Context: an optimization exercise on an open-source flow, tuned for small area, a short achievable clock period and few clock cycles per item. The choices shown serve that exercise and are no tape-out recipe.
Where RTL was checked, it was by simulation tests only, not by an equivalence proof against the original.
Power is estimated from default activity; no workload was simulated.

== run 1 ==
## prefix_add_unit
module prefix_add_unit (
  input  logic         clk_i,
  input  logic         rst_i,
  input  logic         flush_i,
  input  logic         req_valid_i,
  output logic         req_ready_o,
  input  logic [255:0] req_a_i,
  input  logic [255:0] req_b_i,
  input  logic         req_sub_i,
  input  logic         req_cin_i,
  output logic         resp_valid_o,
  input  logic         resp_ready_i,
  output logic [255:0] resp_sum_o,
  output logic         resp_cout_o,
  output logic         resp_ovf_o,
  output logic         busy_o
);
  localparam int DATA_W = 256;
  logic              cin;
  logic [DATA_W-1:0] sum;
  logic              cout;
  logic              c_msb;
  logic              accept;
  logic              valid_q;
  logic [DATA_W-1:0] sum_q;
  logic              cout_q;
  logic              ovf_q;
  assign cin = req_sub_i | req_cin_i;
  prefix_slice_adder #(
    .SLICE_W (DATA_W)
  ) u_adder (
    .a     (req_a_i),
    .b     (req_b_i),
    .sub   (req_sub_i),
    .cin   (cin),
    .sum   (sum),
    .cout  (cout),
    .c_msb (c_msb)
  );
  assign req_ready_o = ~flush_i & (~valid_q | resp_ready_i);
  assign accept      = req_valid_i & req_ready_o;
  always_ff @(posedge clk_i) begin
    if (rst_i)        valid_q <= 1'b0;
    else if (accept)  valid_q <= 1'b1;
    else if (flush_i | resp_ready_i) valid_q <= 1'b0;
  end
  always_ff @(posedge clk_i) begin
    if (accept) begin
      sum_q  <= sum;
      cout_q <= cout;
      ovf_q  <= cout ^ c_msb;
    end
  end
  assign resp_valid_o = valid_q;
  assign busy_o       = valid_q;
  assign resp_sum_o   = sum_q;
  assign resp_cout_o  = cout_q;
  assign resp_ovf_o   = ovf_q;
endmodule
export LEC_CHECK = 0
export CAP_MARGIN = 20
export CORE_ASPECT_RATIO = 0.33
export CORE_MARGIN = 2
export CORE_UTILIZATION = 45
export SETUP_SLACK_MARGIN = 1.3
export SLEW_MARGIN = 20
export SYNTH_HIERARCHICAL = 1
export SYNTH_MINIMUM_KEEP_SIZE = 0
export BUFFER_PORTS_ARGS = -buffer_cell sky130_fd_sc_hd__buf_1
create_clock -name core_clock -period 5.5 [get_ports {clk_i}]
standard.sh (not shown) runs the stock make flow with config.mk's settings and CLKGATE_MAP_FILE= SYNTH_SCRIPT=/design/flow/synth_recipe.tcl, a recipe that flattens the netlist after the stock synthesis.
==> flow/flow/run.sh <==
#!/bin/bash
# Standard ORFS layout, except that the port buffers are the smallest
# buffer cell (buf_1) instead of the cell buffer_ports picks by default.
set -e
echo 'export BUFFER_PORTS_ARGS = -buffer_cell sky130_fd_sc_hd__buf_1' >> "$FLOW_CONFIG"
bash standard.sh > standard.log 2>&1
Testbench counts of run 1, summed over its fixed seeds: cycles 1,288, items 1,280.
The following lists how run 2 was set up differently from run 1:
Settings: CORE_ASPECT_RATIO: 0.33 -> unset; CORE_UTILIZATION: 45 -> 30; SETUP_SLACK_MARGIN: 1.3 -> 1.7.
In the reports for run 1 and run 2, the smaller portion of total power attributed to the clock network belongs to run 1. Net switching component of the power was higher in run 2 than in run 1. The reg2reg setup slack in run 2 sits 0.27 ns below the value recorded for run 1. Run 2 reached the end of the flow, and the finished layout is clean on the timing, DRC and antenna checks. Minimum setup slack in the final design: run 2 better than run 1.
The inputs of run 3 differ from those of run 2 as listed below.
Settings: swapping 30 for 45 in CORE_UTILIZATION; swapping 1.7 for 1.6 in SETUP_SLACK_MARGIN; putting CORE_ASPECT_RATIO at 0.33 where nothing was set; putting CTS_BUF_LIST at sky130_fd_sc_hd__clkbuf_4 sky130_fd_sc_hd__clkbuf_8 where nothing was set.
==> run notes <==
From run 2 to run 3, number of detailed-route iterations in the first pass did not move at all. Summary of run 3 over run 2: total design power went down about 10%, wire length of the first global-routing pass went down about 11%, CTS buffer count went up 11%. Run 2 reports its capture point of the worst path as sum_q[238]$_DFFE_PP_ while run 3 reports sum_q[255]$_DFFE_PP_. Total routing resource utilization after global routing (run 3 over run 2): increase, 6.4 points. As far as share of synthesized cell area in and, or, nand and nor gates goes, run 2 and run 3 are indistinguishable; the numbers are identical. Run 3 has less setup slack than run 2. Per the comparison of run 3 with run 2, final cycle utilization of the critical path now larger, worst-case hold slack now smaller, die outline area now smaller.
Inputs modified between run 3 and run 4:
Settings: CTS_BUF_LIST: sky130_fd_sc_hd__clkbuf_4 sky130_fd_sc_hd__clkbuf_8 -> unset; RECOVER_POWER: unset -> 50; CORE_UTILIZATION: 45 -> 30; CORE_ASPECT_RATIO: 0.33 -> unset.
--- a/flow/flow/run.sh
+++ b/flow/flow/run.sh
@@ -4,3 +4,4 @@
 set -e
 echo 'export BUFFER_PORTS_ARGS = -buffer_cell sky130_fd_sc_hd__buf_1' >> "$FLOW_CONFIG"
+echo "export RECOVER_POWER = 50" >> "$FLOW_CONFIG"
 bash standard.sh > standard.log 2>&1
### Flow results
Status run 4: flow complete, layout not clean - max-capacitance violations, max-slew violations. Count of inverters other than clock inverters in the layout across run 3 and run 4: no real change. Compared with run 3, run 4 shows wire length higher by 13%. Comparing run 3 and run 4, the lower overall power after layout is on run 3. Run 4 vs. run 3: switching power summed over all nets rose 4.8%, post-cts resize count moved up, sum of met2 wire segment lengths after detailed routing saw an increase.

Another version of the RTL of prefix_add_unit (not shown whole).
For scale: ~3800 cells after synthesis, roughly 780 I/O pins, roughly 27000 µm² of cells after synthesis.
make LEC_CHECK=0 ABC_AREA=1 CAP_MARGIN=20 CORE_MARGIN=2 CORE_UTILIZATION=30 SLEW_MARGIN=20 finish   # period 5.5 ns
run.sh (not shown) runs the stock make flow with config.mk's settings and CLKGATE_MAP_FILE= SYNTH_SCRIPT=/design/flow/synth_recipe.tcl, a recipe that flattens the netlist after the stock synthesis.
Stock flow here: none of the scripts above is used.
Testbench counts at the start, summed over its fixed seeds: cycles 1,288, items 1,280.
Then changed:
==> flow/flow/run.sh (new file) <==
#!/bin/bash
# Standard ORFS layout, except that the port buffers are the smallest
# buffer cell (buf_1) instead of the cell buffer_ports picks by default.
set -e
echo 'export BUFFER_PORTS_ARGS = -buffer_cell sky130_fd_sc_hd__buf_1' >> "$FLOW_CONFIG"
bash standard.sh > standard.log 2>&1
==> flow/standard.sh (new file) <==
#!/bin/bash
# synth_recipe.tcl (not shown) runs the flow's synth.tcl, then flattens the netlist and writes it again
# the make line also repeats each setting of config.mk as NAME=value (left out here)
make -C /OpenROAD-flow-scripts/flow DESIGN_CONFIG=/design/flow/config.mk WORK_HOME=/design/flow/orfs CLKGATE_MAP_FILE= SYNTH_SCRIPT=/design/flow/synth_recipe.tcl "${@:-finish}"
ABC_AREA = default   (was 1)
BUFFER_PORTS_ARGS = -buffer_cell sky130_fd_sc_hd__buf_1   (was default)
SETUP_SLACK_MARGIN = 1.5   (was default)
removed: flow/run.sh
Clock power increases by a few percent.
Die area decreases by about a fifth.
Sequential power is about the same.
Utilization goes up by 4.1 points.
Via count goes down by about a fifth.
Global-route usage rose by 1.1 points.
Then changed:
==> flow/run.sh (new file) <==
#!/bin/bash
# synth_recipe.tcl (not shown) runs the flow's synth.tcl, then flattens the netlist and writes it again
# the make line also repeats each setting of config.mk as NAME=value (left out here)
make -C /OpenROAD-flow-scripts/flow DESIGN_CONFIG=/design/flow/config.mk WORK_HOME=/design/flow/orfs CLKGATE_MAP_FILE= SYNTH_SCRIPT=/design/flow/synth_recipe.tcl finish
ABC_CLOCK_PERIOD_IN_PS = 3000   (was default)
BUFFER_PORTS_ARGS = default   (was -buffer_cell sky130_fd_sc_hd__buf_1)
removed: flow/flow/run.sh
removed: flow/standard.sh
The new run finished with timing, DRC and antenna clean.
Worst setup slack improves by 0.19 ns.
Power went up by a few percent.
Cell count climbs slightly.
Synthesized cell count is unchanged.
Non-clock buffer count went up by 10.
Combinational power rises by about a fifth.
Clock-buffer cell count went up by 1.
Global-route usage came out higher by 2.4 points.
Then changed:
==> flow/flow/run.sh (new file) <==
#!/bin/bash
# Standard ORFS layout, except that the port buffers are the smallest
# buffer cell (buf_1) instead of the cell buffer_ports picks by default.
set -e
echo 'export BUFFER_PORTS_ARGS = -buffer_cell sky130_fd_sc_hd__buf_1' >> "$FLOW_CONFIG"
bash standard.sh > standard.log 2>&1
==> flow/standard.sh (new file) <==
#!/bin/bash
# synth_recipe.tcl (not shown) runs the flow's synth.tcl, then flattens the netlist and writes it again
# the make line also repeats each setting of config.mk as NAME=value (left out here)
make -C /OpenROAD-flow-scripts/flow DESIGN_CONFIG=/design/flow/config.mk WORK_HOME=/design/flow/orfs CLKGATE_MAP_FILE= SYNTH_SCRIPT=/design/flow/synth_recipe.tcl "${@:-finish}"
ABC_CLOCK_PERIOD_IN_PS = default   (was 3000)
BUFFER_PORTS_ARGS = -buffer_cell sky130_fd_sc_hd__buf_1   (was default)
SETUP_SLACK_MARGIN = default   (was 1.5)
removed: flow/run.sh
=> Sequential power is about the same; maximum frequency is lower by roughly a tenth; hold slack is worse by 0.0087 ns; register-to-register slack stays flat; power came out lower by roughly a tenth; final area is lower by a quarter to a third; via count fell by a little under a tenth; cell count went down by a few percent; combinational power shrinks by a quarter to a third; count of clock-buffer cells in the layout goes up by 6.

Setup of branch zinc:
prefix_add_unit, a different RTL version from the one above (not shown whole).
Size: ~260 flip-flops.
==> flow/config.mk <==
export PLATFORM = sky130hd
export DESIGN_NAME = prefix_add_unit
export DESIGN_NICKNAME = prefix_add_unit
export VERILOG_FILES = /design/flow/design.v
export SDC_FILE = /design/flow/constraint.sdc
export NUM_CORES = 4
export LEC_CHECK = 0
export CAP_MARGIN = 20
export CORE_ASPECT_RATIO = 0.33
export CORE_MARGIN = 2
export CORE_UTILIZATION = 45
export SETUP_SLACK_MARGIN = 2.0
export SLEW_MARGIN = 20
export SYNTH_HIERARCHICAL = 1
export SYNTH_MINIMUM_KEEP_SIZE = 0
export BUFFER_PORTS_ARGS = -buffer_cell sky130_fd_sc_hd__buf_1
==> flow/constraint.sdc <==
create_clock -name core_clock -period 5.5 [get_ports {clk_i}]
set_input_delay 1.1000 -clock core_clock [delete_from_list [all_inputs] [get_ports {clk_i}]]
set_output_delay 1.1000 -clock core_clock [all_outputs]
set_load 0.01 [all_outputs]
standard.sh (not shown) runs the stock make flow with config.mk's settings and CLKGATE_MAP_FILE= SYNTH_SCRIPT=/design/flow/synth_recipe.tcl, a recipe that flattens the netlist after the stock synthesis.
==> flow/flow/run.sh <==
#!/bin/bash
# Standard ORFS layout, except that the port buffers are the smallest
# buffer cell (buf_1) instead of the cell buffer_ports picks by default.
set -e
echo 'export BUFFER_PORTS_ARGS = -buffer_cell sky130_fd_sc_hd__buf_1' >> "$FLOW_CONFIG"
bash standard.sh > standard.log 2>&1
The flow did not stop early for branch zinc: all stages ran, and the layout cleared the timing, DRC and antenna checks.
Changes in branch tundra relative to branch zinc:
Settings: SETUP_SLACK_MARGIN: 2.0 -> 1.6.
branch tundra vs branch zinc: global-route wire length before repair down in branch tundra. The final reports for branch tundra and branch zinc show count of buffers not belonging to the clock network in the layout lower in the former. Setup slack in branch tundra is smaller than in branch zinc. Diff branch zinc..branch tundra | average footprint of a synthesized cell | unchanged. Largest net degree at the start of global routing (branch tundra over branch zinc): increase, 3. Of the two values seen for cell type of the slowest stage on the worst timing path, a21boi_2 was produced by branch tundra and a21boi_4 by branch zinc. In the reports for branch zinc and branch tundra, the smaller slew at the pin with the worst max-slew slack belongs to branch tundra. The relative contribution of the clock network to total power of branch tundra is higher than that of branch zinc.
No functional check of the RTL was part of any run of this note.

## what the ideal ports hide
How much do the figures lean on ideal ports? The routed layouts below were timed once more, with nothing changed but the port constraints.
Step 1 sets driving cells, clkbuf_16 on the clock port and buf_2 on the other inputs (assumed; they add their load-dependent delay and slew).
Step 2 also shifts input and output timing later by t, the mid clock arrival at the registers, as if the neighbouring blocks saw the same clock.
a / b / c = ideal / step 1 / step 2; a / b = the first two.
| run | shift t [ns] | setup WS [ns] | slew at the worst register clock pin (ns) | pins driven straight from the clock port |
|---|---|---|---|---|
| run 1 | 0.609 | 1.439 / 1.459 / 0.850 | 0.07 / 0.07 | 1 |
| run 2 | 0.597 | 1.731 / 1.619 / 1.022 | 0.06 / 0.06 | 1 |
| run 3 | 0.631 | 1.612 / 1.624 / 0.992 | 0.08 / 0.08 | 1 |
| run 4 | 0.593 | 1.064 / 1.097 / 0.504 | 0.06 / 0.06 | 1 |
| the first run of note 2 | 0.618 | 1.041 / 1.052 / 0.434 | 0.06 / 0.06 | 1 |
| the second run of note 2 | 0.611 | 0.733 / 0.744 / 0.133 | 0.07 / 0.07 | 1 |
| the third run of note 2 | 0.601 | 0.924 / 0.611 / 0.010 | 0.07 / 0.07 | 1 |
| the fourth run of note 2 | 0.597 | 0.304 / 0.333 / -0.264 | 0.06 / 0.06 | 1 |
| branch zinc | 0.625 | 1.937 / 1.847 / 1.222 | 0.08 / 0.08 | 1 |
| branch tundra | 0.620 | 1.609 / 1.619 / 0.999 | 0.07 / 0.07 | 1 |
Met with ideal ports but missed after step 2: setup timing in the fourth run of note 2. For the third run of note 2, which loses most, drivers alone change the setup slack by -0.313 ns; drivers and shift together by -0.914 ns.
